Background: an optimization exercise with open tools, aiming at small area and a short achievable clock period. Do not read the settings as production practice. RTL that was checked went through simulation tests only; none was proved equivalent to the original. Power figures rest on the tool's default switching activity, not on a simulated workload.

==> module countdownTimer, before the edit <==
module countdownTimer (
    input  logic        frame_clk,
    input  logic        reset,
    input  logic        frameStart,
    input  logic        timerRestart,
    output spritePkg::frameCountT timeLeft,
    output logic        hundreds,
    output spritePkg::digitT      tens,
    output spritePkg::digitT      ones
);
    localparam logic [12:0] TimerStart = 13'd6059;
    logic [12:0] count;
    logic [5:0]  frames;
    logic framesZero, onesZero, tensZero, tick, secTick, onesTick, tensTick;
    logic [13:0] cb;    
    logic [6:0]  fb;
    logic [4:0]  ob, tb;
    assign timeLeft = {3'd0, count};
    assign framesZero = (frames == 6'd0);
    assign onesZero   = (ones == 4'd0);
    assign tensZero   = (tens == 4'd0);
    assign tick     = frameStart & ~(framesZero & onesZero & tensZero & ~hundreds);
    assign secTick  = tick & framesZero;
    assign onesTick = secTick & onesZero;
    assign tensTick = onesTick & tensZero;
    always_comb begin
        cb[0] = tick;
        for (int i = 0; i < 13; i++) cb[i+1] = cb[i] & ~count[i];
        fb[0] = tick & ~framesZero;
        for (int i = 0; i < 6; i++) fb[i+1] = fb[i] & ~frames[i];
        ob[0] = secTick & ~onesZero;
        for (int i = 0; i < 4; i++) ob[i+1] = ob[i] & ~ones[i];
        tb[0] = onesTick & ~tensZero;
        for (int i = 0; i < 4; i++) tb[i+1] = tb[i] & ~tens[i];
    end
    always_ff @(posedge frame_clk or posedge reset) begin
        if (reset) begin
            count    <= TimerStart;
            frames   <= 6'd59;
            ones     <= 4'd0;
            tens     <= 4'd0;
            hundreds <= 1'b1;
        end else if (timerRestart) begin
            count    <= TimerStart;
            frames   <= 6'd59;
            ones     <= 4'd0;
            tens     <= 4'd0;
            hundreds <= 1'b1;
        end else begin
            count  <= count ^ cb[12:0];
            frames <= frames ^ (fb[5:0] | {secTick, secTick, secTick, 1'b0, secTick, secTick});
            ones   <= ones ^ (ob[3:0] | {onesTick, 2'b00, onesTick});
            tens   <= tens ^ (tb[3:0] | {tensTick, 2'b00, tensTick});
            if (tensTick) hundreds <= 1'b0;
        end
    end
endmodule
Settings: LEC_CHECK=0, CAP_MARGIN=20, CORE_MARGIN=2, CORE_UTILIZATION=40, CTS_BUF_LIST=sky130_fd_sc_hd__clkbuf_4 sky130_fd_sc_hd__clkbuf_8, SLEW_MARGIN=20, SYNTH_HIERARCHICAL=1, SYNTH_MINIMUM_KEEP_SIZE=0; clock period 14.0 ns.
standard.sh (not shown) runs the stock make flow with config.mk's settings and CLKGATE_MAP_FILE= SYNTH_SCRIPT=/design/flow/synth_recipe.tcl, a recipe that flattens the netlist after the stock synthesis.
==> flow/flow/run.sh <==
#!/bin/bash
# The standard layout, with plain buffers on the ports instead of the delay cells
# that port buffering picks by default, and timing repair aimed at a shorter period than
# the clock (the margin); make's output goes to make_finish.log, each tool's to orfs/logs
set -euo pipefail
bash standard.sh finish BUFFER_PORTS_ARGS="-buffer_cell sky130_fd_sc_hd__buf_2" SETUP_SLACK_MARGIN=8 > make_finish.log 2>&1
Then changed:
--- a/flow/design.v
+++ b/flow/design.v
@@ -89,51 +89,53 @@
     output spritePkg::frameCountT timeLeft,
     output logic        hundreds,
     output spritePkg::digitT      tens,
     output spritePkg::digitT      ones
 );
     localparam logic [12:0] TimerStart = 13'd6059;
+    logic [12:3] countHigh;
     logic [12:0] count;
     logic [5:0]  frames;
     logic framesZero, onesZero, tensZero, tick, secTick, onesTick, tensTick;
-    logic [13:0] cb;    
+    logic [13:3] cb;    
     logic [6:0]  fb;
     logic [4:0]  ob, tb;
+    assign count    = {countHigh, frames[2] ^ ones[0], frames[1:0]};
     assign timeLeft = {3'd0, count};
     assign framesZero = (frames == 6'd0);
     assign onesZero   = (ones == 4'd0);
     assign tensZero   = (tens == 4'd0);
     assign tick     = frameStart & ~(framesZero & onesZero & tensZero & ~hundreds);
     assign secTick  = tick & framesZero;
     assign onesTick = secTick & onesZero;
     assign tensTick = onesTick & tensZero;
     always_comb begin
-        cb[0] = tick;
-        for (int i = 0; i < 13; i++) cb[i+1] = cb[i] & ~count[i];
+        cb[3] = tick & (count[2:0] == 3'd0);
+        for (int i = 3; i < 13; i++) cb[i+1] = cb[i] & ~count[i];
         fb[0] = tick & ~framesZero;
         for (int i = 0; i < 6; i++) fb[i+1] = fb[i] & ~frames[i];
         ob[0] = secTick & ~onesZero;
         for (int i = 0; i < 4; i++) ob[i+1] = ob[i] & ~ones[i];
         tb[0] = onesTick & ~tensZero;
         for (int i = 0; i < 4; i++) tb[i+1] = tb[i] & ~tens[i];
     end
     always_ff @(posedge frame_clk or posedge reset) begin
         if (reset) begin
-            count    <= TimerStart;
+            countHigh <= TimerStart[12:3];
             frames   <= 6'd59;
             ones     <= 4'd0;
             tens     <= 4'd0;
             hundreds <= 1'b1;
         end else if (timerRestart) begin
-            count    <= TimerStart;
+            countHigh <= TimerStart[12:3];
             frames   <= 6'd59;
             ones     <= 4'd0;
             tens     <= 4'd0;
             hundreds <= 1'b1;
         end else begin
-            count  <= count ^ cb[12:0];
+            countHigh <= countHigh ^ cb[12:3];
             frames <= frames ^ (fb[5:0] | {secTick, secTick, secTick, 1'b0, secTick, secTick});
             ones   <= ones ^ (ob[3:0] | {onesTick, 2'b00, onesTick});
             tens   <= tens ^ (tb[3:0] | {tensTick, 2'b00, tensTick});
             if (tensTick) hundreds <= 1'b0;
         end
     end
- The changed run produced a clean layout
- via count is about the same
- routed wire length rises by 0.31%
- design area falls by 0.39%
- global-route usage is about the same
- final cell count falls by 0.64%
- combinational power is about the same
- non-clock buffer count falls by 3
- core utilization stays flat
- fmax rises by 0.64%
- critical path depth falls by 2
- clock-buffer cell count does not change
- area after synthesis falls by 0.46%
- clock skew rises by 3.2 ps
- die area falls by 0.46%
The RTL of the second run of this note was laid out without a check of its function.

==> static timing again, ports no longer ideal <==
The flow's constraints put no driver on any port. The routed layouts listed below were extracted and timed again, unchanged, in two steps. Step 1 (the two cells are an assumption about what drives the block):
set clk [get_ports {frame_clk}]
set_driving_cell -lib_cell sky130_fd_sc_hd__clkbuf_16 $clk
set_driving_cell -lib_cell sky130_fd_sc_hd__buf_2 [delete_from_list [all_inputs] $clk]
Step 2 also shifts input and output timing later by t, the mid clock arrival at the registers, as if the neighbouring blocks saw the same clock. a / b / c = ideal ports / drivers / drivers and shift; a / b = the first two.
| run | t, ns | setup slack, ns | worst register clock-pin slew, ns | worst data-port slew with drivers (ns) |
|---|---|---|---|---|
| the first run | 0.502 | 7.469 / 7.248 / 7.248 | 0.09 / 0.09 | 0.27 |
| the second run | 0.494 | 7.511 / 7.283 / 7.283 | 0.09 / 0.09 | 0.25 |
After both steps setup and hold are still met in every run listed. The setup slack of the second run, which loses most, moves by -0.228 ns with the drivers and by -0.228 ns with both steps.
